Source: an optimization exercise on an open RTL-to-GDS flow (aim: small area, a short achievable clock period and few clock cycles per item). Production flows keep margins and buffers that such runs may drop. RTL that was checked went through simulation tests only; none was proved equivalent to the original. For run 3, only the layout was checked, not whether the RTL still works. Power figures rest on the tool's default switching activity, not on a simulated workload.

File: flow/run.sh
#!/bin/bash
# synth_recipe.tcl (not shown) runs the flow's synth.tcl, then flattens the netlist and writes it again
# the make line also repeats each setting of config.mk as NAME=value (left out here)
make -C /OpenROAD-flow-scripts/flow DESIGN_CONFIG=/design/flow/config.mk WORK_HOME=/design/flow/orfs CLKGATE_MAP_FILE= SYNTH_SCRIPT=/design/flow/synth_recipe.tcl finish
File: flow/design.v
package mexp_pkg;
	localparam int OPERAND_WIDTH = 32;
	localparam int FIELD_W = 32;
	localparam int RES_W = OPERAND_WIDTH + 1;
	localparam int CS_W = OPERAND_WIDTH + 2;
	localparam int T_W = OPERAND_WIDTH + 3;
endpackage
module mexp_lane
(
	input logic [mexp_pkg::CS_W-1:0] s,
	input logic [mexp_pkg::CS_W-1:0] c,
	input logic b,
	input logic [mexp_pkg::RES_W-1:0] a,
	input logic [mexp_pkg::OPERAND_WIDTH-1:0] m,
	input logic q_force,
	input logic q_add,
	output logic [mexp_pkg::CS_W-1:0] s_next,
	output logic [mexp_pkg::CS_W-1:0] c_next
);
	localparam int TW = mexp_pkg::T_W;
	logic [TW-1:0] x, y, ba, s1, c1, qm, s2, c2;
	logic [4:0] te;
	logic pos, mag1, mag2;
	always_comb begin
		x = {s, 1'b0};
		y = {c, 1'b0};
		ba = b ? {{(TW-mexp_pkg::RES_W){a[mexp_pkg::RES_W-1]}}, a} : '0;
		s1 = x ^ y ^ ba;
		c1 = {((x[TW-2:0] & y[TW-2:0]) | (x[TW-2:0] & ba[TW-2:0]) | (y[TW-2:0] & ba[TW-2:0])), 1'b0};
		te = s1[TW-1:TW-5] + c1[TW-1:TW-5];
		pos = 1'b0;
		mag1 = 1'b0;
		mag2 = 1'b0;
		if (q_force) begin
			mag1 = q_add;
		end else begin
			unique case (te)
				5'd1, 5'd2: mag1 = 1'b1;
				5'd3: begin
					mag1 = m[30];
					mag2 = !m[30];
				end
				5'd4, 5'd5, 5'd6, 5'd7, 5'd8, 5'd9, 5'd10, 5'd11,
				5'd12, 5'd13, 5'd14, 5'd15: mag2 = 1'b1;
				5'd0, 5'd31, 5'd30: ;
				5'd29, 5'd28: mag1 = 1'b1;
				5'd27: begin
					mag1 = m[30];
					mag2 = !m[30];
				end
				default: mag2 = 1'b1;
			endcase
			pos = !te[4] && (te != 5'd0);
		end
		qm = mag2 ? {2'b00, m, 1'b0} : (mag1 ? {3'b000, m} : '0);
		qm = qm ^ {TW{pos}};
		s2 = s1 ^ c1 ^ qm;
		c2 = {((s1[TW-2:0] & c1[TW-2:0]) | (s1[TW-2:0] & qm[TW-2:0]) | (c1[TW-2:0] & qm[TW-2:0])), pos};
		s_next = s2[mexp_pkg::CS_W-1:0];
		c_next = c2[mexp_pkg::CS_W-1:0];
	end
endmodule
module modular_exponentiation_core
(
	input logic clk,
	input logic arst_n,
	input logic cfg_valid,
	output logic cfg_ready,
	input logic [mexp_pkg::FIELD_W-1:0] cfg_modulus,
	input logic req_valid,
	output logic req_ready,
	input logic [mexp_pkg::FIELD_W-1:0] req_message,
	input logic [mexp_pkg::FIELD_W-1:0] req_exponent,
	output logic rsp_valid,
	input logic rsp_ready,
	output logic [mexp_pkg::FIELD_W-1:0] rsp_power_mod
);
	localparam int N = mexp_pkg::OPERAND_WIDTH;
	localparam int RW = mexp_pkg::RES_W;
	localparam int CW = mexp_pkg::CS_W;
	typedef enum logic [3:0] {
		S_IDLE,    
		S_PREP,    
		S_RED,     
		S_CRED,    
		S_SCAN,    
		S_SQR,     
		S_MUL,     
		S_CMUL,    
		S_FIX,     
		S_DBL,     
		S_CFIX,    
		S_SHR,     
		S_ONE,     
		S_ZERO,    
		S_RSP      
	} state_t;
	state_t state_q, state_d, state_n;
	logic ready_q, ready_d;
	logic rsp_valid_q, rsp_valid_d;
	logic cfg_ready_q;
	logic m_def_q;     
	logic m_norm_q;    
	logic sq_q;        
	logic fixed_q;     
	logic [N-1:0] m_q;
	logic [4:0] k_q;
	logic [RW-1:0] ac_q;
	logic [RW-1:0] x_q;
	logic [N:0] e_q;      
	logic [CW-1:0] s_q, c_q;
	logic [4:0] cnt_q;
	logic b_q;
	logic step_b;
	logic q_force;
	logic [CW-1:0] s_step, c_step;
	logic [RW-1:0] v;
	logic cin;
	logic init;
	logic init_neg;
	mexp_lane u_lane (
		.s (s_q),
		.c (c_q),
		.b (step_b),
		.a (ac_q),
		.m (m_q),
		.q_force (q_force),
		.q_add (ac_q[RW-1]),
		.s_next (s_step),
		.c_next (c_step)
	);
	assign v = s_q[RW-1:0] + c_q[RW-1:0] + {{(RW-1){1'b0}}, cin};
	logic e_top, e_rest_zero, e_last;
	assign e_top = e_q[N];
	assign e_rest_zero = e_q[N-1:0] == '0;
	assign e_last = e_q[N-1] && (e_q[N-2:0] == '0);
	logic m_zero;
	assign m_zero = m_q == '0;
	logic [4:0] cnt_dec;
	assign cnt_dec = cnt_q - 5'd1;
	logic bit_next;
	logic [N-1:0] ac_lo, x_lo;
	assign ac_lo = ac_q[N-1:0];
	assign x_lo = x_q[N-1:0];
	assign bit_next = sq_q ? ac_lo[cnt_dec] : x_lo[cnt_dec];
	logic step_q, qf_q;
	assign init = !step_q;
	assign step_b = b_q;
	assign q_force = qf_q;
	assign cin = state_q == S_ONE;
	always_comb begin
		state_d = state_q;
		ready_d = 1'b0;
		rsp_valid_d = rsp_valid_q && !rsp_ready;
		case (state_q)
			S_IDLE: ;
			S_PREP: begin
				if (m_norm_q && !m_def_q) begin
					if (m_zero || k_q == 5'd31) begin
						state_d = S_ZERO;
					end else begin
						state_d = S_RED;
					end
				end
			end
			S_RED: state_d = S_CRED;
			S_CRED: begin
				if (!e_top) begin
					state_d = S_SCAN;
				end else if (e_rest_zero) begin
					state_d = S_ONE;
				end else if (e_last) begin
					state_d = S_FIX;
				end else begin
					state_d = S_SQR;
				end
			end
			S_SCAN: begin
				if (e_top) begin
					state_d = S_RED;
				end
			end
			S_SQR, S_MUL: begin
				if (cnt_q == 5'd0) begin
					state_d = S_CMUL;
				end
			end
			S_CMUL: begin
				if (sq_q && e_top) begin
					state_d = S_MUL;
				end else if (e_last) begin
					state_d = S_FIX;
				end else begin
					state_d = S_SQR;
				end
			end
			S_ONE: state_d = S_FIX;
			S_FIX: begin
				if (k_q != 5'd0 && !fixed_q) begin
					state_d = S_DBL;
				end else begin
					state_d = S_CFIX;
				end
			end
			S_DBL: begin
				if (cnt_q == 5'd1) begin
					state_d = S_CFIX;
				end
			end
			S_CFIX: begin
				if (k_q != 5'd0 && !fixed_q) begin
					state_d = S_FIX;
				end else if (k_q != 5'd0) begin
					state_d = S_SHR;
				end else begin
					state_d = S_RSP;
					rsp_valid_d = 1'b1;
				end
			end
			S_SHR: begin
				if (cnt_q == 5'd1) begin
					state_d = S_RSP;
					rsp_valid_d = 1'b1;
				end
			end
			S_ZERO: begin
				state_d = S_RSP;
				rsp_valid_d = 1'b1;
			end
			S_RSP: ;
			default: state_d = S_IDLE;
		endcase
		state_n = state_d;
		if (state_q == S_IDLE) begin
			if (req_valid && ready_q) begin
				state_d = S_PREP;
			end else begin
				ready_d = 1'b1;
			end
		end
		if (state_q == S_RSP && rsp_ready) begin
			state_d = S_IDLE;
			ready_d = 1'b1;
		end
	end
	always_comb begin
		init_neg = 1'b0;
		if (state_q == S_CMUL || state_q == S_CRED) begin
			if (state_n == S_SQR) begin
				init_neg = v[RW-1];
			end else if (state_n == S_MUL) begin
				init_neg = x_q[RW-1];
			end
		end
	end
	always_ff @(posedge clk or negedge arst_n) begin
		if (!arst_n) begin
			state_q <= S_IDLE;
			ready_q <= 1'b0;
			rsp_valid_q <= 1'b0;
			cfg_ready_q <= 1'b0;
			m_def_q <= 1'b1;
			m_norm_q <= 1'b0;
		end else begin
			state_q <= state_d;
			ready_q <= ready_d;
			rsp_valid_q <= rsp_valid_d;
			cfg_ready_q <= cfg_valid && !cfg_ready_q && state_q == S_IDLE;
			if (cfg_ready_q) begin
				m_def_q <= 1'b0;
				m_norm_q <= 1'b0;
			end else if (state_q == S_PREP) begin
				if (m_def_q) begin
					m_def_q <= 1'b0;
					m_norm_q <= 1'b1;
				end else if (m_q[N-1] || m_zero) begin
					m_norm_q <= 1'b1;
				end
			end
		end
	end
	always_ff @(posedge clk) begin
		if (cfg_ready_q) begin
			m_q <= cfg_modulus;
			k_q <= '0;
		end else if (state_q == S_PREP && m_def_q) begin
			m_q <= 32'h8000_0000;
			k_q <= 5'd30;
		end else if (state_q == S_PREP && !m_norm_q && !m_q[N-1] && !m_zero) begin
			m_q <= m_q << 1;
			k_q <= k_q + 5'd1;
		end
		if (state_q == S_IDLE) begin
			ac_q <= {1'b0, req_message};
		end else if (state_q == S_CRED || state_q == S_CMUL || state_q == S_CFIX || state_q == S_ONE) begin
			ac_q <= v;
		end
		if (state_q == S_CRED || state_q == S_ZERO || (state_q == S_CFIX && (fixed_q || k_q == 5'd0))) begin
			x_q <= v;
		end else if (state_q == S_SHR) begin
			x_q <= x_q >> 1;
		end
		if (state_q == S_IDLE) begin
			e_q <= {req_exponent, 1'b1};
		end else if ((state_q == S_SCAN || state_q == S_PREP || state_q == S_RED) && !e_top) begin
			e_q <= e_q << 1;
		end else if (state_q == S_CRED && e_top && !e_rest_zero) begin
			e_q <= e_q << 1;
		end else if (state_q == S_CMUL && !(sq_q && e_top)) begin
			e_q <= e_q << 1;
		end
		if (init) begin
			s_q <= init_neg ? ~{v[RW-1], v} : '0;
			c_q <= {{(CW-1){1'b0}}, init_neg};
		end else begin
			s_q <= s_step;
			c_q <= c_step;
		end
		if (state_q == S_SQR || state_q == S_MUL || state_q == S_DBL || state_q == S_SHR) begin
			cnt_q <= cnt_dec;
		end else if (state_q == S_FIX || state_q == S_CFIX) begin
			cnt_q <= k_q;
		end else begin
			cnt_q <= 5'd31;
		end
		step_q <= state_n == S_RED || state_n == S_SQR || state_n == S_MUL || state_n == S_FIX || state_n == S_DBL;
		qf_q <= state_n == S_FIX;
		if (state_n == S_RED || state_n == S_FIX) begin
			b_q <= 1'b1;
		end else if (state_q == S_SQR || state_q == S_MUL) begin
			b_q <= bit_next;
		end else if (state_n == S_SQR) begin
			b_q <= v[N-1];
		end else if (state_n == S_MUL) begin
			b_q <= x_q[N-1];
		end else begin
			b_q <= 1'b0;
		end
		if (state_q == S_CRED || state_q == S_CMUL) begin
			sq_q <= state_n == S_SQR;
		end
		if (state_q == S_IDLE) begin
			fixed_q <= 1'b0;
		end else if (state_q == S_CFIX) begin
			fixed_q <= 1'b1;
		end
	end
	assign cfg_ready = cfg_ready_q;
	assign req_ready = ready_q;
	assign rsp_valid = rsp_valid_q;
	assign rsp_power_mod = x_q[N-1:0];
endmodule
File: flow/config.mk
export PLATFORM = sky130hd
export DESIGN_NAME = modular_exponentiation_core
export DESIGN_NICKNAME = modular_exponentiation_core
export VERILOG_FILES = /design/flow/design.v
export SDC_FILE = /design/flow/constraint.sdc
export NUM_CORES = 4
export LEC_CHECK = 0
export CAP_MARGIN = 20
export CORE_MARGIN = 2
export CORE_UTILIZATION = 40
export SLEW_MARGIN = 20
File: flow/constraint.sdc
create_clock -name core_clock -period 8.0 [get_ports {clk}]
set_input_delay 1.6000 -clock core_clock [delete_from_list [all_inputs] [get_ports {clk}]]
set_output_delay 1.6000 -clock core_clock [all_outputs]
set_load 0.01 [all_outputs]
==> results.json, run 1 <==
{
  "ir_worst_vdd_v": 0.000146,
  "yosysTopAreaCellShare_pct": 27.5,
  "drt_pass1_iterations": 5,
  "core_area_um2": 34700,
  "numCtsBuffers": 28,
  "slew_viol_final": 0,
  "power_leakage_nw": 6.99,
  "synth_top_family_by_area": "simple AND/OR/NAND/NOR gates",
  "synthToLayoutAreaGrowth_pct": 17.7,
  "crit_path_end_kind": "flop",
  "rsz0062_at_grt": "no",
  "vias": 10723,
  "synth_ff_type": "edfxtp_1",
  "path_max_fanout": 33,
  "row_count": 68,
  "grt_overflow": 0,
  "power.density_nw_per_um2": 149,
  "post-route-period-util_pct": 68.2,
  "cts_buffer_depth": 3,
  "cts_tree": "yes",
  "synth.area.mux_share_pct": 5.85,
  "wl_per_cell_um": 18.6,
  "die_x_um": 192,
  "hold_viol_final": 0,
  "async_reset_ff_share_pct": 4.04,
  "yosys.area.top_type": "edfxtp_1",
  "status": "no timing/DRC/antenna violations",
  "die-height_um": 192,
  "hold_class": "flop to flop",
  "dieArea_um2": 37000,
  "cts_sinks": 223,
  "period_needed_ns": 5.46,
  "worst_pin_slew_ns": 0.979,
  "setup_viol_count_final": 0,
  "drt_iter0_markers": 723,
  "root_buffer": "clkbuf_16",
  "fmax_mhz": 183,
  "antenna_cells": 0,
  "cts.htree.levels": 1,
  "port-buffer-count": 135,
  "drt-vias-per-instance": 5.25,
  "yosys_warnings": 2,
  "holdBufCountCts": 0,
  "crit_required_ns": 8.44,
  "synth_compound_area_share_pct": 11.9,
  "ant_nets": 0,
  "grt_pass1_wl_mm": 60.1,
  "clkTransAtPathRegs_ns": 0.06,
  "hpwl_mm": 27.4,
  "drc_errors": 0,
  "post-cts-setup-buffers": 0,
  "initial_core_util_pct": 40.9,
  "clk_latency_ns": 0.55,
  "clock_skew_ns": 0.0111,
  "slew_headroom_pct": 34.6,
  "final_area_um2": 16700,
  "cts_resized": 0,
  "synth_area_um2": 14200,
  "worstPathArrival_ns": 5.90,
  "gp_congestion": 0.901,
  "grt_max_degree": 74,
  "synth-seq-cells": 223,
  "synth-simple-area-share_pct": 15.9,
  "critical_path_class": "flop to flop",
  "drive_gt1_share_pct": 8.26,
  "setup_tns_ns": 0,
  "syn_nets": 1690,
  "synth-edff-count": 130,
  "nNetsFinal": 1775,
  "cp-start-kind": "flop",
  "grt_use_total_pct": 20.9,
  "ys_seq_area_share_pct": 41.0,
  "yosys-top-cells-area": "edfxtp_1, dfxtp_1, fa_1",
  "synthCells": 1479,
  "synth_adder_area_share_pct": 13.3,
  "maxCapViolCount": 0,
  "synth_xor_area_share_pct": 4.79,
  "placed_area_um2": 15800,
  "synth.avg_cell_area_um2": 9.59,
  "antenna_found_initial": 0,
  "drt-total-wl_mm": 38.0,
  "pin_count": 136,
  "first_global_vias": 10744,
  "ys_types": 74
}
layout by cell type (no fill, tap or decap), types with 30 or more instances in the layout:
cell,netlist,routed
nand2_1,331,329
inv_1,138,138
clkdlybuf4s50_1,0,135
edfxtp_1,130,130
o21ai_0,93,92
dfxtp_1,84,83
fa_1,67,67
a21oi_1,58,58
nor2_1,46,46
xor2_1,46,46
and2_1,43,43
ha_1,43,43
a22oi_1,33,33
clkbuf_16,0,30
power by group:
part	internal (mW)	switching (mW)
Sequential	1.20	0.000199
Clock	0.736	0.503
Combinational	0.0434	0.0100
state kept, by name (all words and copies together), names as in the netlist, 5 cells and up:
register / flops
c_q: 34
s_q: 34
ac_q: 33
e_q: 33
x_q: 33
m_q: 32
cnt_q: 5
k_q: 5
cell usage after synthesis, drive strengths merged (21+ instances only):
cell type	instances
nor2	46
mux4	21
dfxtp	84
edfxtp	130
nand2	331
inv	138
xnor2	29
clkbuf	53
buf	46
xor2	46
fa	67
a22oi	33
and2	43
ha	43
mux2	29
a21oi	59
o21ai	95
routing by layer:
layer  track usage (%)  up-vias  share of wire [%]
li1                  -     5188                  -
met1              30.5     5156                 48
met2              31.8      323                 43
met3              4.33       56                6.9
met4              4.64        0                2.0
met5                 0        -                  0
per-stage QoR:
step                instances  util [%]  hold slack (ns)  total power [mW]  worst slack, ns
detailed placement       1989      45.5            0.501              1.28             2.55
finish                   2041      48.1            0.500              2.49             2.54
floorplan                1479         -            0.457              1.23             3.39
CTS                      2041      48.1            0.505              2.52             2.56
global placement         1989      45.5            0.478              1.28             2.69
global route             2041      48.1            0.524              2.57             2.21
critical path: stages (launching register included):
cell     delay [ns]
dfxtp_1        0.30
buf_4          0.36
nand2_1        0.12
fa_1           0.44
inv_1          0.09
ha_1           0.18
inv_1          0.07
fa_1           0.46
nor2b_1        0.13
o21ai_0        0.10
and3_1         0.19
or2_1          0.27
xor2_1         0.18
or4_4          0.52
a21oi_4        0.79
a22oi_1        0.20
xor2_1         0.23
fa_1           0.49
a22o_1         0.23
path summary, 6_finish.rpt:
path	start	end	slack (ns)	cells past startpoint
worst max-delay path	b_q	s_q[21]	2.54	18
worst min-delay path	e_q[0]	e_q[0]	0.50	2
worst max register to register	b_q	s_q[21]	2.54	18
worst min register to register	e_q[0]	e_q[0]	0.50	2
max in group asynchronous	arst_n	cfg_ready_q	6.27	1
min in group asynchronous	arst_n	state_q[3]	1.38	1
kinds of logic (layout without fill, tap and decap cells):
family,count (synthesis),in the layout
and+or+nand+nor,510,510
AOI/OAI and AO/OA,269,269
buffers and inverters,238,345
DFF,223,223
adders and majority gates,110,110
xor gates and xnor gates,76,76
muxes,53,53
final cells by class:
| type | count | area (µm²) |
|---|---|---|
| multi-input combinational | 1018 | 7380 |
| timing repair buffer | 154 | 1490 |
| clock buffer | 43 | 860 |
| tap | 455 | 569 |
| sequential | 223 | 5810 |
| inverter | 139 | 522 |
| fill | 3286 | 18000 |
| clock inverter | 9 | 48.8 |
Testbench counts, summed over its fixed seeds: cycles 288,092, items 192.
==> inputs of run 2 (changes only) <==
--- a/flow/config.mk
+++ b/flow/config.mk
@@ -6,6 +6,8 @@
 export NUM_CORES = 4
 export LEC_CHECK = 0
+export ABC_CLOCK_PERIOD_IN_PS = 2500
 export CAP_MARGIN = 20
 export CORE_MARGIN = 2
 export CORE_UTILIZATION = 40
+export SETUP_SLACK_MARGIN = 4.5
 export SLEW_MARGIN = 20
==> results.json, run 2 <==
{
  "holdBufCountCts": 0,
  "vias": 11178,
  "drc_errors": 0,
  "drt_pass1_iterations": 5,
  "crit_required_ns": 8.43,
  "drive_gt1_share_pct": 17.5,
  "numCtsBuffers": 28,
  "reg2reg_to": "s_q[21]",
  "synth-seq-cells": 223,
  "synthCells": 1479,
  "reg2reg_depth": 17,
  "synth_area_um2": 14200,
  "synth_ff_type": "edfxtp_1",
  "clk_latency_ns": 0.55,
  "port-buffer-count": 135,
  "slew_viol_final": 0,
  "first_global_vias": 11135,
  "cts_tree": "yes",
  "antenna_found_initial": 0,
  "yosys.area.top_type": "edfxtp_1",
  "drt_iter0_markers": 719,
  "fmax_mhz": 226,
  "hold_start": "e_q[0]",
  "period_needed_ns": 4.42,
  "synth_top_family_by_area": "simple AND/OR/NAND/NOR gates",
  "path_max_fanout": 9,
  "multi_input_area_um2": 7910,
  "yosys_warnings": 2,
  "synth.area.mux_share_pct": 5.85,
  "synth-simple-area-share_pct": 15.9,
  "die-height_um": 192,
  "layout_common_cells": "nand2_1, inv_1, clkdlybuf4s50_1",
  "root_buffer": "clkbuf_16",
  "post-route-period-util_pct": 55.3,
  "crit_path_end_kind": "flop",
  "synthToLayoutAreaGrowth_pct": 24.8,
  "grt_use_total_pct": 22.1,
  "clkTransAtPathRegs_ns": 0.06,
  "nNetsFinal": 1819,
  "die_x_um": 192,
  "grt_max_degree": 73,
  "antenna_cells": 0,
  "pin_count": 136,
  "worst_pin_slew_ns": 0.933,
  "initial_core_util_pct": 40.9,
  "place_ws_ns": 2.55,
  "setup_tns_ns": 0,
  "mostFrequentLayoutCell": "nand2_1",
  "yosysMostFrequentCell": "nand2_1",
  "setup_viol_count_final": 0,
  "ir_worst_vdd_v": 0.000188,
  "fin_util_pct": 51.0,
  "core_area_um2": 34700,
  "layout_setup_ws_ns": 3.58,
  "ys_top_cells_by_count": "nand2_1, inv_1, edfxtp_1",
  "wl_per_cell_um": 19.6,
  "reg2reg_slack_ns": 3.58,
  "power.density_nw_per_um2": 138,
  "critical_path_class": "flop to flop",
  "synth_adder_area_share_pct": 13.3,
  "async_reset_ff_share_pct": 4.04,
  "slew_headroom_pct": 37.7,
  "cts.htree.levels": 1,
  "ys_seq_area_share_pct": 41.0,
  "synth_xor_area_share_pct": 4.79,
  "hold_viol_final": 0,
  "rsz0062_at_grt": "yes",
  "drt-total-wl_mm": 40.8,
  "yosys-top-cells-area": "edfxtp_1, dfxtp_1, fa_1",
  "synth_compound_area_share_pct": 11.9,
  "cts_sinks": 223,
  "ant_nets": 0,
  "grt_pass1_wl_mm": 63.2,
  "hold_class": "flop to flop",
  "cp-start-kind": "flop",
  "reg_top3": "c_q x34, s_q x34",
  "r2r-start": "ac_q[31]",
  "row_count": 68,
  "hpwl_mm": 28.1,
  "fillers": 3259,
  "holdPathEnd": "e_q[0]",
  "maxCapViolCount": 0,
  "ys_types": 74,
  "cts_buffer_depth": 3,
  "ff_latch_area_um2": 5830,
  "grt_overflow": 0,
  "power_mw": 2.45,
  "gp_congestion": 0.927,
  "worstPathArrival_ns": 4.85,
  "synth-edff-count": 130,
  "status": "no timing/DRC/antenna violations",
  "synth.avg_cell_area_um2": 9.59,
  "yosysTopAreaCellShare_pct": 27.5,
  "power_leakage_nw": 7.33,
  "drt-vias-per-instance": 5.36,
  "dieArea_um2": 37000,
  "syn_nets": 1690,
  "clock_skew_ns": 0.0271,
  "hold-path-cell-count": 2
}
==> run 2: repair_timing <==
| action | CTS | global route |
|---|---|---|
| setup endpoints to repair | 102 | 86 |
| gates resized for setup | 43 | 61 |
| buffers inserted | 31 | 8 |
| pin swaps | 22 | 37 |
| gates cloned | 4 | 3 |
==> run 2: logic make-up after synthesis <==
kind of cell,after synthesis
DFF,223
adders and majority gates,110
and+or+nand+nor,510
buffers and inverters,238
xor gates and xnor gates,76
muxes,53
AOI/OAI and AO/OA,269
==> run 2: where the power goes <==
| group | switching, mW | internal [mW] |
|---|---|---|
| clock | 0.489 | 0.706 |
| combinational | 0.00978 | 0.0434 |
| sequential | 0.000195 | 1.20 |
| total | 0.499 | 1.95 |
==> run 2: area by class of cell <==
cell class	count	area share [%]
repair buffers	195	11.3
inverters	139	2.95
clock inverters	9	0.226
flip-flops and latches	223	33.0
well taps	455	3.22
clock buffers	43	4.68
multi-input cells	1021	44.7
==> run 2: through the flow <==
stage | hold WS, ns | area [µm²] | cells
final | 0.498 | 17700 | 2085
after global placement | 0.479 | 15900 | 1985
after CTS | 0.497 | 17400 | 2074
after global routing | 0.541 | 17700 | 2085
after detailed placement | 0.485 | 16000 | 1987
after floorplan | 0.457 | 14400 | 1479
==> run 2: layer usage <==
layer | up-vias | track usage [%] | wire length (µm)
met5 | - | 0 | 0
met4 | 0 | 4.64 | 821
met3 | 55 | 3.11 | 2820
met2 | 356 | 35.3 | 18600
met1 | 5488 | 32.1 | 18500
li1 | 5279 | - | -
==> run 2: how the worst max path moves through the flow <==
stage / startpoint / end / slack (ns)
finish: ac_q[31] / s_q[21] / 3.58
global route: ac_q[31] / s_q[2] / 3.42
CTS: ac_q[31] / s_q[21] / 3.67
detailed placement: b_q / s_q[25] / 2.55
global placement: b_q / s_q[2] / 2.58
floorplan: b_q / s_q[21] / 3.73
==> run 2: worst max-delay path: stages, from the launching register on <==
cell       delay (ns)
edfxtp_1         0.40
and2_4           0.16
fa_2             0.57
inv_2            0.05
fa_2             0.39
nor2b_2          0.13
o21ai_2          0.07
and3_4           0.16
or2_4            0.26
xor2_2           0.16
or4_4            0.51
a21oi_4          0.22
buf_12           0.15
clkbuf_16        0.17
a22oi_2          0.06
xor2_1           0.19
fa_2             0.45
a22o_1           0.21
==> inputs of run 3 (changes only) <==
--- a/flow/design.v
+++ b/flow/design.v
@@ -3,11 +3,12 @@
 	localparam int FIELD_W = 32;
 	localparam int RES_W = OPERAND_WIDTH + 1;
-	localparam int CS_W = OPERAND_WIDTH + 2;
-	localparam int T_W = OPERAND_WIDTH + 3;
+	localparam int LOW_W = 28;
+	localparam int TOP_W = 7;
 endpackage
 module mexp_lane
 (
-	input logic [mexp_pkg::CS_W-1:0] s,
-	input logic [mexp_pkg::CS_W-1:0] c,
+	input logic [mexp_pkg::TOP_W-1:0] h,
+	input logic [mexp_pkg::LOW_W-1:0] ls,
+	input logic [mexp_pkg::LOW_W-1:0] lc,
 	input logic b,
 	input logic [mexp_pkg::RES_W-1:0] a,
@@ -15,18 +16,20 @@
 	input logic q_force,
 	input logic q_add,
-	output logic [mexp_pkg::CS_W-1:0] s_next,
-	output logic [mexp_pkg::CS_W-1:0] c_next
+	output logic [mexp_pkg::TOP_W-1:0] h_next,
+	output logic [mexp_pkg::LOW_W-1:0] ls_next,
+	output logic [mexp_pkg::LOW_W-1:0] lc_next
 );
-	localparam int TW = mexp_pkg::T_W;
-	logic [TW-1:0] x, y, ba, s1, c1, qm, s2, c2;
-	logic [4:0] te;
+	localparam int L = mexp_pkg::LOW_W;
+	localparam int HW = mexp_pkg::TOP_W;
+	localparam int RW = mexp_pkg::RES_W;
+	logic [HW-1:0] bah, te;
+	logic [L-1:0] bal;
 	logic pos, mag1, mag2;
 	always_comb begin
-		x = {s, 1'b0};
-		y = {c, 1'b0};
-		ba = b ? {{(TW-mexp_pkg::RES_W){a[mexp_pkg::RES_W-1]}}, a} : '0;
-		s1 = x ^ y ^ ba;
-		c1 = {((x[TW-2:0] & y[TW-2:0]) | (x[TW-2:0] & ba[TW-2:0]) | (y[TW-2:0] & ba[TW-2:0])), 1'b0};
-		te = s1[TW-1:TW-5] + c1[TW-1:TW-5];
+		bah = b ? {{(HW-(RW-L)){a[RW-1]}}, a[RW-1:L]} : '0;
+		bal = b ? a[L-1:0] : '0;
+		te = {h[HW-2:0], 1'b0} + bah;
+	end
+	always_comb begin
 		pos = 1'b0;
 		mag1 = 1'b0;
@@ -34,29 +37,57 @@
 		if (q_force) begin
 			mag1 = q_add;
+		end else if ($signed(te) >= 4) begin
+			pos = 1'b1;
+			if ($signed(te) >= (m[30] ? 16 : 12)) begin
+				mag2 = 1'b1;
+			end else begin
+				mag1 = 1'b1;
+			end
+		end else if ($signed(te) <= -5) begin
+			if ($signed(te) <= (m[30] ? -21 : -17)) begin
+				mag2 = 1'b1;
+			end else begin
+				mag1 = 1'b1;
+			end
+		end
+	end
+	logic [L-1:0] x, y, s1, c1f, c1, qml, s2, c2f;
+	logic c1_out;
+	always_comb begin
+		x = {ls[L-2:0], 1'b0};
+		y = {lc[L-2:0], 1'b0};
+		s1 = x ^ y ^ bal;
+		c1f = (x & y) | (x & bal) | (y & bal);
+		c1 = {c1f[L-2:0], 1'b0};
+		c1_out = c1f[L-1];
+		qml = mag2 ? {m[L-2:0], 1'b0} : (mag1 ? m[L-1:0] : '0);
+		qml = qml ^ {L{pos}};
+		s2 = s1 ^ c1 ^ qml;
+		c2f = (s1 & c1) | (s1 & qml) | (c1 & qml);
+		ls_next = s2;
+		lc_next = {c2f[L-2:0], pos};
+	end
+	logic [HW-1:0] base, k1, k2, h0, hm1, hm2, hp1, hp2;
+	logic s1t, c1t;
+	always_comb begin
+		s1t = s1[L-1];
+		c1t = c1[L-1];
+		base = te + {{(HW-1){1'b0}}, ls[L-1]} + {{(HW-1){1'b0}}, lc[L-1]} + {{(HW-1){1'b0}}, c1_out};
+		k1 = {{(HW-(mexp_pkg::OPERAND_WIDTH-L)){1'b0}}, m[mexp_pkg::OPERAND_WIDTH-1:L]};
+		k2 = {{(HW-(mexp_pkg::OPERAND_WIDTH-L+1)){1'b0}}, m[mexp_pkg::OPERAND_WIDTH-1:L-1]};
+		h0 = base + {{(HW-1){1'b0}}, s1t & c1t};
+		hm1 = base + k1 + {{(HW-1){1'b0}}, (s1t & c1t) | (s1t & m[L-1]) | (c1t & m[L-1])};
+		hm2 = base + k2 + {{(HW-1){1'b0}}, (s1t & c1t) | (s1t & m[L-2]) | (c1t & m[L-2])};
+		hp1 = base + ~k1 + {{(HW-1){1'b0}}, (s1t & c1t) | (s1t & !m[L-1]) | (c1t & !m[L-1])};
+		hp2 = base + ~k2 + {{(HW-1){1'b0}}, (s1t & c1t) | (s1t & !m[L-2]) | (c1t & !m[L-2])};
+		if (pos) begin
+			h_next = mag2 ? hp2 : hp1;
+		end else if (mag2) begin
+			h_next = hm2;
+		end else if (mag1) begin
+			h_next = hm1;
 		end else begin
-			unique case (te)
-				5'd1, 5'd2: mag1 = 1'b1;
-				5'd3: begin
-					mag1 = m[30];
-					mag2 = !m[30];
-				end
-				5'd4, 5'd5, 5'd6, 5'd7, 5'd8, 5'd9, 5'd10, 5'd11,
-				5'd12, 5'd13, 5'd14, 5'd15: mag2 = 1'b1;
-				5'd0, 5'd31, 5'd30: ;
-				5'd29, 5'd28: mag1 = 1'b1;
-				5'd27: begin
-					mag1 = m[30];
-					mag2 = !m[30];
-				end
-				default: mag2 = 1'b1;
-			endcase
-			pos = !te[4] && (te != 5'd0);
-		end
-		qm = mag2 ? {2'b00, m, 1'b0} : (mag1 ? {3'b000, m} : '0);
-		qm = qm ^ {TW{pos}};
-		s2 = s1 ^ c1 ^ qm;
-		c2 = {((s1[TW-2:0] & c1[TW-2:0]) | (s1[TW-2:0] & qm[TW-2:0]) | (c1[TW-2:0] & qm[TW-2:0])), pos};
-		s_next = s2[mexp_pkg::CS_W-1:0];
-		c_next = c2[mexp_pkg::CS_W-1:0];
+			h_next = h0;
+		end
 	end
 endmodule
@@ -78,5 +109,6 @@
 	localparam int N = mexp_pkg::OPERAND_WIDTH;
 	localparam int RW = mexp_pkg::RES_W;
-	localparam int CW = mexp_pkg::CS_W;
+	localparam int L = mexp_pkg::LOW_W;
+	localparam int HW = mexp_pkg::TOP_W;
 	typedef enum logic [3:0] {
 		S_IDLE,    
@@ -109,10 +141,12 @@
 	logic [RW-1:0] x_q;
 	logic [N:0] e_q;      
-	logic [CW-1:0] s_q, c_q;
+	logic [HW-1:0] h_q;
+	logic [L-1:0] ls_q, lc_q;
 	logic [4:0] cnt_q;
 	logic b_q;
 	logic step_b;
 	logic q_force;
-	logic [CW-1:0] s_step, c_step;
+	logic [HW-1:0] h_step;
+	logic [L-1:0] ls_step, lc_step;
 	logic [RW-1:0] v;
 	logic cin;
@@ -120,6 +154,7 @@
 	logic init_neg;
 	mexp_lane u_lane (
-		.s (s_q),
-		.c (c_q),
+		.h (h_q),
+		.ls (ls_q),
+		.lc (lc_q),
 		.b (step_b),
 		.a (ac_q),
@@ -127,8 +162,9 @@
 		.q_force (q_force),
 		.q_add (ac_q[RW-1]),
-		.s_next (s_step),
-		.c_next (c_step)
+		.h_next (h_step),
+		.ls_next (ls_step),
+		.lc_next (lc_step)
 	);
-	assign v = s_q[RW-1:0] + c_q[RW-1:0] + {{(RW-1){1'b0}}, cin};
+	assign v = {h_q[RW-L-1:0], ls_q} + {{(RW-L){1'b0}}, lc_q} + {{(RW-1){1'b0}}, cin};
 	logic e_top, e_rest_zero, e_last;
 	assign e_top = e_q[N];
@@ -311,9 +347,11 @@
 		end
 		if (init) begin
-			s_q <= init_neg ? ~{v[RW-1], v} : '0;
-			c_q <= {{(CW-1){1'b0}}, init_neg};
+			h_q <= init_neg ? ~{{(HW-(RW-L)){v[RW-1]}}, v[RW-1:L]} : '0;
+			ls_q <= init_neg ? ~v[L-1:0] : '0;
+			lc_q <= {{(L-1){1'b0}}, init_neg};
 		end else begin
-			s_q <= s_step;
-			c_q <= c_step;
+			h_q <= h_step;
+			ls_q <= ls_step;
+			lc_q <= lc_step;
 		end
 		if (state_q == S_SQR || state_q == S_MUL || state_q == S_DBL || state_q == S_SHR) begin
--- a/flow/config.mk
+++ b/flow/config.mk
@@ -6,8 +6,7 @@
 export NUM_CORES = 4
 export LEC_CHECK = 0
-export ABC_CLOCK_PERIOD_IN_PS = 2500
 export CAP_MARGIN = 20
 export CORE_MARGIN = 2
 export CORE_UTILIZATION = 40
-export SETUP_SLACK_MARGIN = 4.5
+export SETUP_SLACK_MARGIN = 5
 export SLEW_MARGIN = 20
==> results.json, run 3 <==
{
  "grt_use_total_pct": 23.3,
  "dieArea_um2": 38800,
  "reg_top3": "ac_q x33, e_q x33, x_q x33",
  "power_leakage_nw": 8.12,
  "reg2reg_slack_ns": 3.83,
  "synth-edff-count": 130,
  "cts_sinks": 217,
  "gp_congestion": 0.882,
  "yosys-top-cells-area": "edfxtp_1, dfxtp_1, nand2_1",
  "fin_util_pct": 52.9,
  "core_area_um2": 36700,
  "crit_required_ns": 8.42,
  "critical_path_class": "flop to flop",
  "pin_count": 136,
  "cts_buffer_depth": 3,
  "nNetsFinal": 2042,
  "path_max_fanout": 7,
  "slew_headroom_pct": 42.3,
  "final_area_um2": 19400,
  "synth_xor_area_share_pct": 4.82,
  "yosys_warnings": 2,
  "drive_gt1_share_pct": 20.2,
  "synth_top_family_by_area": "simple AND/OR/NAND/NOR gates",
  "drt-vias-per-instance": 5.47,
  "rsz0062_at_grt": "yes",
  "port-buffer-count": 135,
  "grt_max_degree": 66,
  "reg2reg_depth": 17,
  "synth_area_um2": 14900,
  "cp-start-kind": "flop",
  "synth-simple-area-share_pct": 18.3,
  "cts.htree.levels": 1,
  "drt_iter0_markers": 1023,
  "ys_seq_area_share_pct": 38.2,
  "cp_num_buf_inv": 4,
  "grt_overflow": 0,
  "ys_types": 75,
  "die_x_um": 197,
  "cp_slowest_stage_delay_ns": 0.57,
  "worstPathArrival_ns": 4.59,
  "synth_ff_type": "edfxtp_1",
  "worst_pin_slew_ns": 0.857,
  "clk_latency_ns": 0.55,
  "first_global_vias": 12356,
  "ant_nets": 0,
  "row_count": 70,
  "cts_tree": "yes",
  "yosys.area.top_type": "edfxtp_1",
  "numCtsBuffers": 27,
  "slew_viol_final": 0,
  "setup_viol_count_final": 0,
  "crit_path_end_kind": "flop",
  "grt_pass1_wl_mm": 70.4,
  "hold_viol_final": 0,
  "post-route-period-util_pct": 52.1,
  "synth.avg_cell_area_um2": 9.06,
  "hold-path-cell-count": 2,
  "period_needed_ns": 4.17,
  "fillers": 3310,
  "yosysTopAreaCellShare_pct": 26.2,
  "cp_cell_sequence": "buf_12 > and2_4 > ha_4 > fa_2 > inv_2 > ha_4 > nand4_1 > and3_1 > or3b_4 > a2111o_1 > o211ai_4 > buf_12 > buf_6 > a22oi_1 > xnor2_1 > fa_1 > a22o_1",
  "power.density_nw_per_um2": 522,
  "status": "no timing/DRC/antenna violations",
  "ys_top_cells_by_count": "nand2_1, inv_1, edfxtp_1",
  "drc_errors": 0,
  "fmax_mhz": 240,
  "clkTransAtPathRegs_ns": 0.06,
  "cp_num_cells": 17,
  "mostFrequentLayoutCell": "nand2_1",
  "die-height_um": 197,
  "async_reset_ff_share_pct": 4.15,
  "clock_skew_ns": 0.0277,
  "synth_adder_area_share_pct": 13.8,
  "yosysMostFrequentCell": "nand2_1",
  "drt_pass1_iterations": 5,
  "holdBufCountCts": 0,
  "power_mw": 10.1,
  "antenna_cells": 0,
  "multi_input_area_um2": 9260,
  "slowest_stage": "fa_2",
  "synthToLayoutAreaGrowth_pct": 30.2,
  "vias": 12616,
  "critPathTopFamily": "adder cells",
  "placed_area_um2": 16700,
  "syn_nets": 1872,
  "ir_worst_vdd_v": 0.000257,
  "root_buffer": "clkbuf_16",
  "initial_core_util_pct": 40.6,
  "ff_latch_area_um2": 5710,
  "synthCells": 1646,
  "drt-total-wl_mm": 46.1,
  "maxCapViolCount": 0,
  "layout_common_cells": "nand2_1, inv_1, edfxtp_1",
  "synth_compound_area_share_pct": 13.5,
  "wl_per_cell_um": 20.0,
  "setup_tns_ns": 0,
  "hpwl_mm": 31.3,
  "antenna_found_initial": 0,
  "synth.area.mux_share_pct": 4.25,
  "synth-seq-cells": 217,
  "hold-worst-slack_ns": 0.469,
  "hold_class": "flop to flop"
}
run 3: changes by cell type in the layout (fill, tap and decap cells not counted), moves of 12 or more:
cell,previous run,this run
buf_4,43,76
mux2_2,27,5
dlygate4sd2_1,0,33
xnor2_1,24,43
clkdlybuf4s50_1,135,100
o21ai_0,67,89
o21ai_1,22,10
nand2_1,327,402
xor2_1,42,14
run 3: report_power, final:
part | leakage [nW] | internal [mW] | total (mW) | switching (mW)
Sequential | 1.98 | 1.93 | 2.33 | 0.404
Clock | 0.418 | 0.707 | 1.19 | 0.486
Combinational | 5.72 | 2.90 | 6.61 | 3.70
Total | 8.12 | 5.54 | 10.1 | 4.59
run 3: cell type report:
cell class | instances | share of cell area, %
Multi-Input combinational cell | 1180 | 47.7
Sequential cell | 217 | 29.4
Timing Repair Buffer | 245 | 12.6
Clock buffer | 42 | 4.04
Tap cell | 468 | 3.02
Inverter | 145 | 2.86
Clock inverter | 8 | 0.387
run 3: tightest hold or removal path: stages (launching register included):
cell	delay, ns
dfxtp_1	0.33
nand2_1	0.06
nand2_1	0.04
run 3: kinds of logic after synthesis:
| family | count (synthesis) |
|---|---|
| xor+xnor | 82 |
| mux | 36 |
| simple gates | 622 |
| flops | 217 |
| buf+inv | 250 |
| fa+ha+maj | 125 |
| compound gates | 314 |
run 3: worst paths after layout:
kind | start | end
min in group asynchronous | arst_n | rsp_valid_q
worst min register to register | e_q[0] | e_q[0]
worst min-delay path | e_q[0] | e_q[0]
max in group asynchronous | arst_n | state_q[2]
worst max register to register | b_q | ls_q[25]
worst max-delay path | b_q | ls_q[25]
run 3: per-layer routing:
metal | wire length, µm | global-route usage [%]
met5 | 0 | 0
met3 | 2610 | 2.89
met4 | 1460 | 7.60
met2 | 21400 | 37.4
met1 | 20700 | 32.9
run 3: per-stage QoR:
step | instances | worst slack [ns]
after floorplan | 1646 | 3.86
after global routing | 2305 | 3.74
after CTS | 2269 | 3.92
final | 2305 | 3.83
after detailed placement | 2165 | 3.04
after global placement | 2165 | 3.22
run 3: timing repair:
item                       CTS  global route
buffers inserted            48            35
pin swaps                   39            53
gates cloned                 6             1
setup endpoints to repair  158           147
resized for setup          152           113
==> inputs of run 4 (changes only) <==
--- a/flow/design.v
+++ b/flow/design.v
@@ -9,4 +9,5 @@
 (
 	input logic [mexp_pkg::TOP_W-1:0] h,
+	input logic e,
 	input logic [mexp_pkg::LOW_W-1:0] ls,
 	input logic [mexp_pkg::LOW_W-1:0] lc,
@@ -17,4 +18,5 @@
 	input logic q_add,
 	output logic [mexp_pkg::TOP_W-1:0] h_next,
+	output logic e_next,
 	output logic [mexp_pkg::LOW_W-1:0] ls_next,
 	output logic [mexp_pkg::LOW_W-1:0] lc_next
@@ -23,31 +25,27 @@
 	localparam int HW = mexp_pkg::TOP_W;
 	localparam int RW = mexp_pkg::RES_W;
+	localparam int N = mexp_pkg::OPERAND_WIDTH;
 	logic [HW-1:0] bah, te;
+	logic [HW-2:0] te_hi;
 	logic [L-1:0] bal;
-	logic pos, mag1, mag2;
+	logic pos, neg, p2, n2, mag1, mag2;
 	always_comb begin
 		bah = b ? {{(HW-(RW-L)){a[RW-1]}}, a[RW-1:L]} : '0;
 		bal = b ? a[L-1:0] : '0;
-		te = {h[HW-2:0], 1'b0} + bah;
+		te_hi = h[HW-2:0] + bah[HW-1:1] + {{(HW-2){1'b0}}, e};
+		te = {te_hi, bah[0]};
 	end
 	always_comb begin
-		pos = 1'b0;
-		mag1 = 1'b0;
-		mag2 = 1'b0;
+		pos = !te[6] && (te[5] || te[4] || te[3] || te[2]);
+		p2 = !te[6] && (te[5] || te[4] || (!m[30] && te[3] && te[2]));
+		neg = te[6] && !(te[5] && te[4] && te[3] && te[2]);
+		n2 = te[6] && !(te[5] && (te[4] || (m[30] && te[3])));
 		if (q_force) begin
+			pos = 1'b0;
 			mag1 = q_add;
-		end else if ($signed(te) >= 4) begin
-			pos = 1'b1;
-			if ($signed(te) >= (m[30] ? 16 : 12)) begin
-				mag2 = 1'b1;
-			end else begin
-				mag1 = 1'b1;
-			end
-		end else if ($signed(te) <= -5) begin
-			if ($signed(te) <= (m[30] ? -21 : -17)) begin
-				mag2 = 1'b1;
-			end else begin
-				mag1 = 1'b1;
-			end
+			mag2 = 1'b0;
+		end else begin
+			mag1 = (pos && !p2) || (neg && !n2);
+			mag2 = p2 || n2;
 		end
 	end
@@ -67,27 +65,23 @@
 		ls_next = s2;
 		lc_next = {c2f[L-2:0], pos};
+		e_next = c2f[L-1];
 	end
-	logic [HW-1:0] base, k1, k2, h0, hm1, hm2, hp1, hp2;
-	logic s1t, c1t;
+	logic [1:0] sl;
+	logic [HW-1:0] base, k1, k2;
+	logic [HW-1:0] h0, hm1, hm2, hp1, hp2;
 	always_comb begin
-		s1t = s1[L-1];
-		c1t = c1[L-1];
-		base = te + {{(HW-1){1'b0}}, ls[L-1]} + {{(HW-1){1'b0}}, lc[L-1]} + {{(HW-1){1'b0}}, c1_out};
-		k1 = {{(HW-(mexp_pkg::OPERAND_WIDTH-L)){1'b0}}, m[mexp_pkg::OPERAND_WIDTH-1:L]};
-		k2 = {{(HW-(mexp_pkg::OPERAND_WIDTH-L+1)){1'b0}}, m[mexp_pkg::OPERAND_WIDTH-1:L-1]};
-		h0 = base + {{(HW-1){1'b0}}, s1t & c1t};
-		hm1 = base + k1 + {{(HW-1){1'b0}}, (s1t & c1t) | (s1t & m[L-1]) | (c1t & m[L-1])};
-		hm2 = base + k2 + {{(HW-1){1'b0}}, (s1t & c1t) | (s1t & m[L-2]) | (c1t & m[L-2])};
-		hp1 = base + ~k1 + {{(HW-1){1'b0}}, (s1t & c1t) | (s1t & !m[L-1]) | (c1t & !m[L-1])};
-		hp2 = base + ~k2 + {{(HW-1){1'b0}}, (s1t & c1t) | (s1t & !m[L-2]) | (c1t & !m[L-2])};
-		if (pos) begin
-			h_next = mag2 ? hp2 : hp1;
-		end else if (mag2) begin
-			h_next = hm2;
-		end else if (mag1) begin
-			h_next = hm1;
-		end else begin
-			h_next = h0;
-		end
+		sl[0] = ls[L-1] ^ lc[L-1] ^ c1_out;
+		sl[1] = (ls[L-1] & lc[L-1]) | (ls[L-1] & c1_out) | (lc[L-1] & c1_out);
+		base = te + {{(HW-2){1'b0}}, sl};
+		k1 = {{(HW-(N-L)){1'b0}}, m[N-1:L]};
+		k2 = {{(HW-(N-L+1)){1'b0}}, m[N-1:L-1]};
+		h0 = base;
+		hm1 = base + k1;
+		hm2 = base + k2;
+		hp1 = base + ~k1;
+		hp2 = base + ~k2;
+		h_next = (hp2 & {HW{pos && mag2}}) | (hp1 & {HW{pos && !mag2}})
+			| (hm2 & {HW{!pos && mag2}}) | (hm1 & {HW{!pos && mag1}})
+			| (h0 & {HW{!mag1 && !mag2}});
 	end
 endmodule
@@ -142,4 +136,5 @@
 	logic [N:0] e_q;      
 	logic [HW-1:0] h_q;
+	logic hc_q;    
 	logic [L-1:0] ls_q, lc_q;
 	logic [4:0] cnt_q;
@@ -148,4 +143,5 @@
 	logic q_force;
 	logic [HW-1:0] h_step;
+	logic e_step;
 	logic [L-1:0] ls_step, lc_step;
 	logic [RW-1:0] v;
@@ -155,4 +151,5 @@
 	mexp_lane u_lane (
 		.h (h_q),
+		.e (hc_q),
 		.ls (ls_q),
 		.lc (lc_q),
@@ -163,8 +160,9 @@
 		.q_add (ac_q[RW-1]),
 		.h_next (h_step),
+		.e_next (e_step),
 		.ls_next (ls_step),
 		.lc_next (lc_step)
 	);
-	assign v = {h_q[RW-L-1:0], ls_q} + {{(RW-L){1'b0}}, lc_q} + {{(RW-1){1'b0}}, cin};
+	assign v = {h_q[RW-L-1:0], ls_q} + {{(RW-L-1){1'b0}}, hc_q, lc_q} + {{(RW-1){1'b0}}, cin};
 	logic e_top, e_rest_zero, e_last;
 	assign e_top = e_q[N];
@@ -348,8 +346,10 @@
 		if (init) begin
 			h_q <= init_neg ? ~{{(HW-(RW-L)){v[RW-1]}}, v[RW-1:L]} : '0;
+			hc_q <= 1'b0;
 			ls_q <= init_neg ? ~v[L-1:0] : '0;
 			lc_q <= {{(L-1){1'b0}}, init_neg};
 		end else begin
 			h_q <= h_step;
+			hc_q <= e_step;
 			ls_q <= ls_step;
 			lc_q <= lc_step;
--- a/flow/config.mk
+++ b/flow/config.mk
@@ -9,4 +9,4 @@
 export CORE_MARGIN = 2
 export CORE_UTILIZATION = 40
-export SETUP_SLACK_MARGIN = 5
+export SETUP_SLACK_MARGIN = 4.5
 export SLEW_MARGIN = 20
==> results.json, run 4 <==
{
  "cts_buffer_depth": 3,
  "holdPathEnd": "e_q[0]",
  "ys_top_cells_by_count": "nand2_1, inv_1, edfxtp_1",
  "hpwl_mm": 30.3,
  "synth.avg_cell_area_um2": 9.45,
  "hold_viol_final": 0,
  "ys_types": 82,
  "synth-edff-count": 130,
  "hold-path-cell-count": 2,
  "critPathTopFamily": "adder cells",
  "yosys-top-cells-area": "edfxtp_1, dfxtp_1, fa_1",
  "grt_max_degree": 74,
  "yosys_warnings": 2,
  "first_global_vias": 11999,
  "crit_path_end_kind": "flop",
  "yosysTopAreaCellShare_pct": 26.2,
  "setup_viol_count_final": 0,
  "grt_use_total_pct": 22.6,
  "cts.htree.levels": 1,
  "crit_path_frequent_cell": "fa_2",
  "synthToLayoutAreaGrowth_pct": 28.1,
  "cts_tree": "yes",
  "yosys.area.top_type": "edfxtp_1",
  "drt_iter0_markers": 1067,
  "path_max_fanout": 6,
  "antenna_found_initial": 0,
  "nNetsFinal": 1948,
  "synth-seq-cells": 218,
  "drive_gt1_share_pct": 19.7,
  "ir_worst_vdd_v": 0.000281,
  "clkTransAtPathRegs_ns": 0.06,
  "reg2reg_slack_ns": 4.30,
  "layout_setup_ws_ns": 4.30,
  "clk_latency_ns": 0.55,
  "drc_errors": 0,
  "initial_core_util_pct": 40.7,
  "worstPathArrival_ns": 4.13,
  "vias": 11999,
  "drt_pass1_iterations": 5,
  "rsz0062_at_grt": "yes",
  "hold_start": "e_q[0]",
  "power.density_nw_per_um2": 514,
  "slowest_stage": "fa_2",
  "drt-vias-per-instance": 5.43,
  "post-route-period-util_pct": 46.3,
  "pin_count": 136,
  "ys_seq_area_share_pct": 38.4,
  "port-buffer-count": 135,
  "async_reset_ff_share_pct": 4.13,
  "yosysMostFrequentCell": "nand2_1",
  "drt-total-wl_mm": 45.1,
  "fmax_mhz": 270,
  "wl_per_cell_um": 20.4,
  "cp_num_buf_inv": 3,
  "hold-worst-slack_ns": 0.471,
  "root_buffer": "clkbuf_16",
  "synth_area_um2": 14900,
  "setup_tns_ns": 0,
  "die_x_um": 197,
  "numCtsBuffers": 27,
  "reg2reg_depth": 15,
  "ant_nets": 0,
  "groute.layer.met3.usage_pct": 3.27,
  "reg2reg_to": "ls_q[15]",
  "row_count": 70,
  "synth_ff_type": "edfxtp_1",
  "status": "no timing/DRC/antenna violations",
  "slew_headroom_pct": 20.2,
  "layout_common_cells": "nand2_1, inv_1, clkdlybuf4s50_1",
  "mostFrequentLayoutCell": "nand2_1",
  "hold_class": "flop to flop",
  "grt_overflow": 0,
  "maxCapViolCount": 0,
  "cp_slowest_stage_delay_ns": 0.48,
  "cp_cell_sequence": "and2_4 > fa_2 > inv_2 > fa_2 > nand2b_4 > a21oi_4 > xor2_2 > o2bb2ai_2 > o32ai_4 > buf_6 > buf_12 > a22oi_2 > xnor2_2 > fa_2 > a22o_1",
  "dieArea_um2": 38800,
  "reg_top3": "ac_q x33, e_q x33, x_q x33",
  "grt_pass1_wl_mm": 68.3,
  "grt_util_met1_pct": 32.2,
  "syn_nets": 1801,
  "busiest_layer": "met2",
  "antenna_cells": 0,
  "slew_viol_final": 0,
  "die-height_um": 197,
  "core_area_um2": 36600,
  "globalRouteMet2Util_pct": 35.5,
  "cts_sinks": 218,
  "power_leakage_nw": 7.80,
  "critical_path_class": "flop to flop",
  "clock_skew_ns": 0.0206,
  "crit_required_ns": 8.43,
  "gp_congestion": 0.940,
  "synthCells": 1575,
  "cp-start-kind": "flop",
  "r2r-start": "b_q",
  "worst_pin_slew_ns": 1.20,
  "period_needed_ns": 3.70,
  "place_ws_ns": 3.55
}
[run 4: stage by stage]
step / total power, mW / util [%] / area [µm²] / cells
CTS: 9.21 / 50.2 / 18400 / 2180
finish: 9.80 / 52.1 / 19100 / 2210
global placement: 6.90 / 45.1 / 16500 / 2093
floorplan: 5.76 / - / 15000 / 1575
detailed placement: 7.06 / 45.2 / 16500 / 2094
global route: 10.5 / 52.1 / 19100 / 2210
[run 4: report_power, final]
group          internal (mW)  switching, mW  leakage (nW)
Combinational           2.95           3.45          5.38
Sequential              1.83          0.345          1.99
Clock                  0.710          0.515         0.429
[run 4: worst reg2reg max path, cell delays in order (launching register included)]
cell and delay (ns):
dfxtp_4 0.39, and2_4 0.16, fa_2 0.24, inv_2 0.05
fa_2 0.38, nand2b_4 0.17, a21oi_4 0.16, xor2_2 0.21
o2bb2ai_2 0.12, o32ai_4 0.31, buf_6 0.16, buf_12 0.14
a22oi_2 0.09, xnor2_2 0.29, fa_2 0.49, a22o_1 0.23
[run 4: layout make-up]
| type | count | area, µm² |
|---|---|---|
| clock inverters | 16 | 143 |
| well taps | 468 | 586 |
| flip-flops and latches | 218 | 5720 |
| repair buffers | 219 | 2330 |
| fillers | 3228 | 17500 |
| clock buffers | 33 | 728 |
| inverters | 148 | 556 |
| multi-input cells | 1108 | 9010 |
[run 4: worst max path at each step]
stage               slack, ns  depth (start not counted)  startpoint  endpoint
floorplan                4.48                         15         b_q  ls_q[10]
global placement         3.64                         14         b_q  ls_q[15]
detailed placement       3.55                         14         b_q  ls_q[15]
CTS                      4.39                         15         b_q  ls_q[15]
global route             4.20                         15         b_q  ls_q[15]
finish                   4.30                         15         b_q  ls_q[15]
[run 4: cell families (layout without fill, tap and decap cells)]
group	Yosys count	count (layout)	share of synthesized area (%)
AND/OR/NAND/NOR	524	524	16.0
AO/OA/AOI/OAI	327	329	14.7
buffers and inverters	251	416	7.40
flip-flops	218	218	38.4
adder cells (fa/ha/maj)	125	125	13.7
XOR/XNOR	86	86	5.06
multiplexers	44	44	4.87
[run 4: repair_timing]
item / 4_1_cts / 5_1_grt
gates cloned: 8 / 2
hold buffers: 0 / 0
gates resized for setup: 109 / 85
setup endpoints to repair: 110 / 91
pin swaps: 54 / 60
setup buffers: 29 / 27
[run 4: routing by layer]
layer	wire length, µm	share of wire, %
met1	19800	44
met2	20400	45
met3	3280	7.3
met4	1560	3.5
met5	0	0
Testbench counts of run 4, summed over its fixed seeds: cycles 288,092, items 192.
==> inputs of run 5 (changes only) <==
--- a/flow/config.mk
+++ b/flow/config.mk
@@ -8,5 +8,6 @@
 export CAP_MARGIN = 20
 export CORE_MARGIN = 2
-export CORE_UTILIZATION = 40
+export CORE_UTILIZATION = 60
+export PLACE_DENSITY = 0.75
 export SETUP_SLACK_MARGIN = 4.5
 export SLEW_MARGIN = 20
==> results.json, run 5 <==
{
  "initial_core_util_pct": 61.2,
  "clkTransAtPathRegs_ns": 0.06,
  "crit_path_end_kind": "flop",
  "core_area_um2": 24300,
  "drc_errors": 0,
  "synth_compound_area_share_pct": 14.7,
  "holdBufCountCts": 0,
  "nNetsFinal": 1939,
  "die_x_um": 162,
  "power.density_nw_per_um2": 534,
  "synth.avg_cell_area_um2": 9.45,
  "drt_iter0_markers": 1257,
  "synth-simple-area-share_pct": 16.0,
  "mostFrequentLayoutCell": "nand2_1",
  "first_global_vias": 12142,
  "cp-start-kind": "flop",
  "async_reset_ff_share_pct": 4.13,
  "drt-total-wl_mm": 44.2,
  "grt_use_total_pct": 32.6,
  "final_area_um2": 18800,
  "ant_nets": 0,
  "synth_xor_area_share_pct": 5.06,
  "gp_congestion": 0.893,
  "syn_nets": 1801,
  "synth_area_um2": 14900,
  "cts_buffer_depth": 3,
  "slew_viol_final": 0,
  "power_mw": 10.1,
  "synth_top_family_by_area": "simple AND/OR/NAND/NOR gates",
  "critical_path_class": "flop to flop",
  "post-route-period-util_pct": 47.6,
  "synth_adder_area_share_pct": 13.7,
  "root_buffer": "clkbuf_16",
  "ys_seq_area_share_pct": 38.4,
  "cts_sinks": 218,
  "status": "no timing/DRC/antenna violations",
  "yosys.area.top_type": "edfxtp_1",
  "synth_ff_type": "edfxtp_1",
  "pin_count": 136,
  "hold_class": "flop to flop",
  "fmax_mhz": 262,
  "die-height_um": 162,
  "power_leakage_nw": 7.75,
  "grt_overflow": 0,
  "ys_top_cells_by_count": "nand2_1, inv_1, edfxtp_1",
  "wl_per_cell_um": 21.5,
  "yosys_warnings": 2,
  "setup_tns_ns": 0,
  "worstPathArrival_ns": 4.22,
  "placed_area_um2": 16400,
  "routedLengthMet1_mm": 17.8,
  "yosysMostFrequentCell": "nand2_1",
  "top_layer": "met4",
  "grt_pass1_wl_mm": 66.7,
  "clock_skew_ns": 0.0156,
  "synth-edff-count": 130,
  "met2_length_mm": 20.7,
  "period_needed_ns": 3.81,
  "yosys-top-cells-area": "edfxtp_1, dfxtp_1, fa_1",
  "drt_pass1_iterations": 6,
  "grt_max_degree": 74,
  "hpwl_mm": 28.4,
  "cts_tree": "yes",
  "vias": 12547,
  "ir_worst_vdd_v": 0.000423,
  "numCtsBuffers": 25,
  "synth-seq-cells": 218,
  "synthCells": 1575,
  "drt-vias-per-instance": 6.10,
  "ys_types": 82,
  "antenna_cells": 0,
  "row_count": 57,
  "synth.area.mux_share_pct": 4.87,
  "reg_top3": "ac_q x33, e_q x33, x_q x33",
  "port-buffer-count": 135,
  "maxCapViolCount": 0,
  "setup_viol_count_final": 0,
  "cts.htree.levels": 1,
  "fillers": 1578,
  "slew_headroom_pct": 19.0,
  "drive_gt1_share_pct": 19.7,
  "routed-wl-met3_mm": 3.83,
  "antenna_found_initial": 0,
  "clk_latency_ns": 0.54,
  "yosysTopAreaCellShare_pct": 26.2,
  "hold_viol_final": 0,
  "synthToLayoutAreaGrowth_pct": 26.5,
  "worst_pin_slew_ns": 1.21,
  "layout_common_cells": "nand2_1, inv_1, clkdlybuf4s50_1",
  "crit_required_ns": 8.41,
  "hold-worst-slack_ns": 0.471,
  "dieArea_um2": 26100,
  "path_max_fanout": 5,
  "rsz0062_at_grt": "yes"
}
-- run 5: changes by cell type in the layout (fill, tap and decap cells not counted), moves of 3 or more --
cell	previous run	this run
buf_4	57	48
a21oi_2	8	12
a21oi_1	55	52
buf_12	9	12
buf_16	7	4
buf_8	2	5
bufinv_16	2	5
clkinv_4	3	0
fa_1	42	39
fa_2	21	24
ha_2	0	3
nor2_1	52	55
-- run 5: logic make-up after synthesis --
logic type               after synthesis
AO/OA/AOI/OAI                        327
XOR/XNOR                              86
adder cells (fa/ha/maj)              125
buffers and inverters                251
flip-flops                           218
multiplexers                          44
AND/OR/NAND/NOR                      524
-- run 5: worst max-delay path, stage by stage, from the launching register on --
cell and delay (ns):
edfxtp_1 0.42, and2_4 0.16, fa_2 0.36, a211oi_2 0.34
nor2_2 0.12, xnor2_2 0.15, buf_4 0.17, o41ai_4 0.30
o32ai_4 0.14, buf_4 0.17, buf_8 0.13, buf_16 0.14
buf_12 0.12, a22oi_2 0.17, xnor2_2 0.14, fa_1 0.44
nand2_1 0.13, o21ai_2 0.07
-- run 5: final timing paths --
check                               from  slack, ns    endpoint  cells past startpoint
worst max register to register  ac_q[29]       4.19    ls_q[22]                     17
min in group asynchronous         arst_n       1.39  state_q[0]                      1
worst min-delay path              e_q[0]       0.47      e_q[0]                      2
worst max-delay path            ac_q[29]       4.19    ls_q[22]                     17
worst min register to register    e_q[0]       0.47      e_q[0]                      2
max in group asynchronous         arst_n       6.23  state_q[1]                      1
-- run 5: cell type report --
class | instances | area [µm²] | share of cell area (%)
Sequential cell | 218 | 5730 | 30.4
Tap cell | 324 | 405 | 2.15
Multi-Input combinational cell | 1108 | 9000 | 47.8
Clock buffer | 29 | 661 | 3.51
Clock inverter | 17 | 213 | 1.13
Inverter | 148 | 556 | 2.95
Timing Repair Buffer | 212 | 2270 | 12.0
-- run 5: power by group --
part	total, mW	internal [mW]	switching, mW
Clock	1.23	0.750	0.476
Sequential	2.19	1.84	0.356
Combinational	6.64	3.02	3.62
Total	10.1	5.60	4.45
-- run 5: repair_timing --
action / 4_1_cts / 5_1_grt
pin swaps: 47 / 64
setup buffers: 32 / 22
endpoints found under the setup margin: 109 / 90
cloned: 4 / 3
gates resized for setup: 104 / 97
-- run 5: stage by stage --
| step | instances | utilization, % | worst slack [ns] |
|---|---|---|---|
| final | 2056 | 77.4 | 4.19 |
| after global placement | 1946 | 67.1 | 3.50 |
| after detailed placement | 1948 | 67.3 | 3.33 |
| after CTS | 2030 | 74.6 | 4.32 |
| after floorplan | 1575 | - | 4.48 |
| after global routing | 2056 | 77.4 | 4.10 |
-- run 5: metal layers --
metal	vias up	GRT usage, %
met5	-	0
met4	0	12.1
met3	143	4.67
met2	717	52.0
met1	6017	45.6
li1	5670	-
==> inputs of run 6 (changes only) <==
--- a/flow/config.mk
+++ b/flow/config.mk
@@ -8,6 +8,5 @@
 export CAP_MARGIN = 20
 export CORE_MARGIN = 2
-export CORE_UTILIZATION = 60
-export PLACE_DENSITY = 0.75
-export SETUP_SLACK_MARGIN = 4.5
+export CORE_UTILIZATION = 40
+export SETUP_SLACK_MARGIN = 3.5
 export SLEW_MARGIN = 20
==> results.json, run 6 <==
{
  "status": "no timing/DRC/antenna violations",
  "ys_seq_area_share_pct": 38.4,
  "drive_gt1_share_pct": 8.47,
  "yosys-top-cells-area": "edfxtp_1, dfxtp_1, fa_1",
  "port-buffer-count": 135,
  "clock_skew_ns": 0.0328,
  "yosysMostFrequentCell": "nand2_1",
  "ys_top_cells_by_count": "nand2_1, inv_1, edfxtp_1",
  "synth_ff_type": "edfxtp_1",
  "reg_top3": "ac_q x33, e_q x33, x_q x33",
  "grt_pass1_wl_mm": 64.8,
  "period_needed_ns": 4.25,
  "hpwl_mm": 30.2,
  "fillers": 3543,
  "reg2reg_slack_ns": 3.75,
  "path_max_fanout": 23,
  "hold_viol_final": 0,
  "fin_util_pct": 47.4,
  "yosys.area.top_type": "edfxtp_1",
  "synth.avg_cell_area_um2": 9.45,
  "drt-total-wl_mm": 41.3,
  "pin_count": 136,
  "yosys_warnings": 2,
  "numCtsBuffers": 26,
  "row_count": 70,
  "die_x_um": 197,
  "final_area_um2": 17400,
  "place_inst": 2094,
  "setup_viol_count_final": 0,
  "cts_buffer_depth": 3,
  "reg2reg_to": "ls_q[10]",
  "hold_start": "e_q[0]",
  "crit_required_ns": 8.45,
  "critical_path_class": "flop to flop",
  "reg2reg_depth": 15,
  "drt-vias-per-instance": 5.36,
  "synth-seq-cells": 218,
  "yosysTopAreaCellShare_pct": 26.2,
  "setup_tns_ns": 0,
  "holdBufCountCts": 0,
  "fmax_mhz": 235,
  "cts_sinks": 218,
  "layout_common_cells": "nand2_1, inv_1, clkdlybuf4s50_1",
  "hold-worst-slack_ns": 0.474,
  "drt_iter0_markers": 892,
  "grt_max_degree": 74,
  "crit_path_end_kind": "flop",
  "hold_class": "flop to flop",
  "power_mw": 8.18,
  "power.density_nw_per_um2": 471,
  "wl_per_cell_um": 19.3,
  "ant_nets": 0,
  "r2r-start": "b_q",
  "async_reset_ff_share_pct": 4.13,
  "slew_viol_final": 0,
  "gp_congestion": 0.924,
  "cp-start-kind": "flop",
  "worstPathArrival_ns": 4.69,
  "die-height_um": 197,
  "core_area_um2": 36600,
  "synth_area_um2": 14900,
  "ir_worst_vdd_v": 0.000204,
  "maxCapViolCount": 0,
  "synth-edff-count": 130,
  "cts_tree": "yes",
  "initial_core_util_pct": 40.7,
  "ys_types": 82,
  "clk_latency_ns": 0.55,
  "instances_no_fill": 2145,
  "clkTransAtPathRegs_ns": 0.06,
  "antenna_found_initial": 0,
  "synthToLayoutAreaGrowth_pct": 16.6,
  "worst_pin_slew_ns": 0.964,
  "layout_setup_ws_ns": 3.75,
  "dieArea_um2": 38800,
  "holdPathEnd": "e_q[0]",
  "rsz0062_at_grt": "no",
  "place_ws_ns": 2.87,
  "mostFrequentLayoutCell": "nand2_1",
  "antenna_cells": 0,
  "placed_area_um2": 16500,
  "synthCells": 1575,
  "root_buffer": "clkbuf_16",
  "first_global_vias": 11414,
  "slew_headroom_pct": 35.0,
  "drt_pass1_iterations": 5,
  "cts.htree.levels": 1,
  "vias": 11492,
  "grt_use_total_pct": 21.3,
  "post-route-period-util_pct": 53.1,
  "grt_overflow": 0,
  "hold-path-cell-count": 2,
  "drc_errors": 0,
  "power_leakage_nw": 7.09,
  "nNetsFinal": 1883,
  "syn_nets": 1801
}
## run 6: cell counts after synthesis
No cell type changed its count.
## run 6: cells by family after synthesis
logic type	Yosys count	synth area share [%]
AO/OA/AOI/OAI	327	14.7
XOR/XNOR	86	5.06
adder cells (fa/ha/maj)	125	13.7
buffers and inverters	251	7.40
flip-flops	218	38.4
multiplexers	44	4.87
AND/OR/NAND/NOR	524	16.0
## run 6: worst max-delay path by stage
stage                           from  endpoint  slack, ns  cells after the start
final                            b_q  ls_q[10]       3.75                     15
after global routing             b_q    h_q[5]       3.55                     18
after CTS                        b_q  ls_q[17]       3.58                     15
after detailed placement         b_q  ls_q[10]       2.87                     15
after global placement           b_q  ls_q[10]       3.10                     15
after floorplan           state_q[1]   ac_q[0]       3.93                      7
## run 6: routing by layer
layer	wire length, µm	track usage, %	vias up
li1	-	-	5551
met1	20000	32.1	5542
met2	18100	32.8	345
met3	2140	2.05	54
met4	1050	5.51	0
met5	0	0	-
## run 6: final cells by class
cell class                      count  area, µm²  share of cell area (%)
Clock buffer                       34        681                    3.92
Clock inverter                     14        106                   0.613
Inverter                          148        556                    3.20
Multi-Input combinational cell   1107       8180                    47.1
Sequential cell                   218       5720                    33.0
Tap cell                          468        586                    3.37
Timing Repair Buffer              156       1530                    8.80
## run 6: what timing repair did
item | CTS | global route
gates resized for setup | 4 | 9
pin swaps | 1 | 1
cloned | 0 | 1
setup endpoints to repair | 63 | 32
endpoints found under the hold margin | 0 | 0
setup buffers | 1 | 0
## run 6: power by group
group | switching [mW] | internal [mW]
clock | 0.483 | 0.633
combinational | 2.87 | 2.04
sequential | 0.319 | 1.84
## run 6: worst max-delay path, cell delays in order, from the launching register on
cell       delay [ns]
dfxtp_4          0.48
buf_6            0.23
and2_1           0.16
fa_1             0.19
inv_1            0.06
fa_1             0.45
nand2b_1         0.18
a21oi_2          0.21
xor2_1           0.31
o2bb2ai_2        0.18
o32ai_4          0.38
buf_8            0.25
a22oi_1          0.11
xnor2_1          0.25
fa_1             0.46
a22o_1           0.23

-- port drivers added, routing unchanged --
The results above use ideal ports. As a check the final layouts listed here were re-extracted and re-timed, cells and wires unchanged. Step 1, drivers: a clkbuf_16 drives clk and a buf_2 each remaining input, both assumed. Step 2 also shifts input and output timing later by t, the mid clock arrival at the registers, as if the neighbouring blocks saw the same clock. Slacks: no drivers / after step 1 / after step 2; pairs: no drivers / after step 1.
run | shift t [ns] | setup WS [ns] | worst setup path after step 2 | worst data-port slew with drivers (ns)
run 1 | 0.591 | 2.542 / 2.542 / 2.542 | register to register | 0.05
run 2 | 0.592 | 3.577 / 3.577 / 3.577 | register to register | 0.05
run 3 | 0.592 | 3.831 / 3.831 / 3.831 | register to register | 0.05
run 4 | 0.595 | 4.298 / 4.298 / 4.298 | register to register | 0.04
run 5 | 0.581 | 4.188 / 4.188 / 4.188 | register to register | 0.06
run 6 | 0.589 | 3.753 / 3.753 / 3.753 | register to register | 0.05
After both steps setup and hold are still met in every run listed.
